This design comes from an exercise in tuning for small area and a short achievable clock period on the open sky130 flow, not from production work.
RTL that was checked went through simulation tests only; none was proved equivalent to the original.
Power and IR drop assume default switching activity.

==> flow/design.v (excerpt) <==
module spm_top #(
    parameter int SAMPLE_WIDTH = spm_pkg::SAMPLE_WIDTH_DEFAULT,
    parameter int FIFO_DEPTH   = spm_pkg::FIFO_DEPTH_DEFAULT
) (
    input  logic                               clk,
    input  logic                               reset,
    input  logic                               enable,
    input  logic                               start,
    input  logic [spm_pkg::INTERVAL_WIDTH-1:0] interval,
    input  logic signed [SAMPLE_WIDTH-1:0]     data_in,
    input  logic                               data_in_valid,
    output logic                               data_in_ready,
    output logic signed [SAMPLE_WIDTH-1:0]     min_out,
    output logic signed [SAMPLE_WIDTH-1:0]     max_out,
    output logic                               min_out_valid,
    output logic                               max_out_valid,
    input  logic                               min_out_ready,
    input  logic                               max_out_ready,
    output logic [spm_pkg::TIMER_WIDTH-1:0]    timer,
    output logic                               busy,
    output logic                               done
);
Size in the first run: about 650 flip-flops, roughly 26000 sq um of cells after synthesis.
==> flow/config.mk <==
export PLATFORM = sky130hd
export DESIGN_NAME = spm_top
export DESIGN_NICKNAME = spm_top
export VERILOG_FILES = /design/flow/design.v
export SDC_FILE = /design/flow/constraint.sdc
export NUM_CORES = 4
export LEC_CHECK = 0
export CAP_MARGIN = 20
export CORE_MARGIN = 2
export CORE_UTILIZATION = 65
export SETUP_SLACK_MARGIN = 2.0
export SLEW_MARGIN = 20
==> flow/constraint.sdc <==
create_clock -name core_clock -period 4.5 [get_ports {clk}]
set_input_delay 0.9000 -clock core_clock [delete_from_list [all_inputs] [get_ports {clk}]]
set_output_delay 0.9000 -clock core_clock [all_outputs]
set_load 0.01 [all_outputs]
standard.sh (not shown) runs the stock make flow with config.mk's settings and CLKGATE_MAP_FILE= SYNTH_SCRIPT=/design/flow/synth_recipe.tcl, a recipe that flattens the netlist after the stock synthesis.
==> flow/flow/run.sh <==
#!/bin/bash
# Standard layout, with two changes: the clock tree is built without dummy
# loads, and the port buffers are the smallest plain buffer (timing repair
# sizes them up where a path needs it).
set -euo pipefail
export CTS_ARGS="-sink_clustering_enable -repair_clock_nets -sink_clustering_size 16 -sink_clustering_max_diameter 60 -buf_list {sky130_fd_sc_hd__clkbuf_8 sky130_fd_sc_hd__clkbuf_16} -sink_clustering_buffer sky130_fd_sc_hd__clkbuf_8 -root_buf sky130_fd_sc_hd__clkbuf_16 -dont_use_dummy_load"
export BUFFER_PORTS_ARGS="-buffer_cell sky130_fd_sc_hd__buf_1"
bash standard.sh synth > synth.log 2>&1
bash standard.sh finish > layout.log 2>&1
The starting point went through all stages and came out clean.
Next try:
CORE_UTILIZATION = 60   (was 65)
CTS_BUF_LIST = sky130_fd_sc_hd__clkbuf_4 sky130_fd_sc_hd__clkbuf_8   (was default)
CTS_CLUSTER_SIZE = 30   (was default)
Effect: The new run completed without violations. Setup slack improved by 0.030 ns. Die area rose by a little under a tenth. Clock-buffer cell count rose by 2. Sequential power rose slightly. Design area rose slightly. Non-clock buffer count rose by 16. Fmax rose slightly.
Function was not checked in any run of this note: the RTL went through the layout flow alone.

---

wip/garnet:
Another version of the RTL of spm_top (not shown whole).
For scale: ~1,700 cells after synthesis, roughly 640 flip-flops, roughly 120 I/O pins, about 0.026 mm2 of cells after synthesis.
Settings: LEC_CHECK=0, CAP_MARGIN=20, CORE_MARGIN=2, CORE_UTILIZATION=60, SETUP_SLACK_MARGIN=1.9, SLEW_MARGIN=20, TNS_END_PERCENT=50; clock period 4.5 ns.
Scripts as last shown in full above: flow/flow/run.sh
Changes in wip/indigo relative to wip/garnet:
-- flow/config.mk --
<<< wip/garnet, line 9
export CORE_MARGIN = 2
export CORE_UTILIZATION = 60
export SETUP_SLACK_MARGIN = 1.9
export SLEW_MARGIN = 20
export TNS_END_PERCENT = 50
>>> wip/indigo, line 9
export CORE_MARGIN = 2
export CORE_UTILIZATION = 60
export PLACE_DENSITY = 0.75
export SETUP_SLACK_MARGIN = 2.0
export SLEW_MARGIN = 20
Findings:
wip/indigo ended with every stage complete and zero timing, DRC or antenna violations. [wip/indigo vs wip/garnet] non-clock buffer count: higher in wip/indigo. Changes observed in wip/indigo relative to wip/garnet: global-route usage rose by 0.38 points; utilization rose by 2.0 points; clock-buffer cell count rose by 2; met3 capacity usage during global routing rose by 1.3 points. Kind of path behind the tightest hold check: flop to flop -> wip/garnet, input port to async pin -> wip/indigo. Going from wip/garnet to wip/indigo, first-iteration DRC count shows an increase of 603, cell area after layout shows an increase of 3.0%, pre-CTS worst setup slack shows an increase of 0.12 ns. Capturing instance or port of the critical path = min_out[10]$_DFFE_PP_: wip/indigo; capturing instance or port of the critical path = min_out[2]$_DFFE_PP_: wip/garnet.
Here is what was changed in the inputs of wip/pepper compared with wip/indigo.
-- flow/config.mk --
<<< wip/indigo, line 8
export CAP_MARGIN = 20
export CORE_MARGIN = 2
export CORE_UTILIZATION = 60
export PLACE_DENSITY = 0.75
export SETUP_SLACK_MARGIN = 2.0
export SLEW_MARGIN = 20
>>> wip/pepper, line 8
export CAP_MARGIN = 20
export CORE_MARGIN = 2
export CORE_UTILIZATION = 70
export SETUP_SLACK_MARGIN = 2.0
export SLEW_MARGIN = 20
export TNS_END_PERCENT = 20
==> comparison <==
- Looking at combinational power, wip/pepper sits about 1% below wip/indigo.
- Relative to wip/indigo, area added between synthesis and finish decreased by 2.7 points in wip/pepper.
- The power share of the combinational group number comes out higher for wip/indigo vs wip/pepper.
- Compared to wip/indigo, the routing of wip/pepper uses less wire.
- wip/pepper vs. wip/indigo: global-route usage has increased, endpoint arrival time on the critical path has remained practically unchanged, overall die height has decreased.
- wip/pepper has total power below what wip/indigo had.
#### Input delta (wip/cedar over wip/pepper)
-- flow/config.mk --
<<< wip/pepper, line 8
export CAP_MARGIN = 20
export CORE_MARGIN = 2
export CORE_UTILIZATION = 70
export SETUP_SLACK_MARGIN = 2.0
export SLEW_MARGIN = 20
export TNS_END_PERCENT = 20
>>> wip/cedar, line 8
export CAP_MARGIN = 20
export CORE_MARGIN = 2
export CORE_UTILIZATION = 55
export SETUP_SLACK_MARGIN = 2.15
export SLEW_MARGIN = 20
==> comparison <==
wip/cedar finished every step from synthesis to the final layout, and the layout passed the timing, design-rule and antenna checks.
The post-route worst setup slack number comes out lower for wip/pepper vs wip/cedar.
On wip/cedar: synthesis-to-finish area growth is 7.3 points higher than what wip/pepper gave.
STATUS internal power of the cells: wip/cedar loses against wip/pepper
Taking wip/pepper over wip/cedar, the wire length ratio works out to 0.925.
The run showing the greater clock network fraction of total power is wip/pepper.
Re highest attainable clock frequency: wip/cedar is about 0.65% up on wip/pepper.
Global-route usage is lower on wip/cedar

-- port drivers added, routing unchanged --
In the flow no input, the clock included, has a driving cell. The finished layouts below were timed again as built, in two steps.
Step 1, drivers: a clkbuf_16 drives clk and a buf_2 each remaining input, both assumed.
Step 2, shift: input delay + t, output delay - t, t = (earliest + latest rising clock arrival at the registers) / 2. This alone moves slack from input paths to output paths.
Three values: ideal ports, drivers, drivers and shift; two values: the first two.
| run | shift t [ns] | setup WS [ns] | hold WS [ns] | cell pins on the clock port's net |
|---|---|---|---|---|
| the first run of note 1 | 0.606 | 1.912 / 1.898 / 1.303 | 0.410 / 0.374 / 0.434 | 1 |
| the second run of note 1 | 0.620 | 1.943 / 1.883 / 1.346 | 0.426 / 0.396 / 0.426 | 1 |
| wip/garnet | 0.619 | 1.862 / 1.862 / 1.327 | 0.432 / 0.432 / 0.432 | 1 |
| wip/indigo | 0.612 | 1.896 / 1.889 / 1.277 | 0.339 / 0.304 / 0.395 | 1 |
| wip/pepper | 0.605 | 1.892 / 1.926 / 1.321 | 0.427 / 0.427 / 0.427 | 1 |
| wip/cedar | 0.615 | 1.909 / 1.919 / 1.304 | 0.425 / 0.425 / 0.425 | 1 |
After both steps every run listed still meets setup and hold. The setup slack of wip/indigo, which loses most, moves by -0.007 ns with the drivers and by -0.619 ns with both steps.
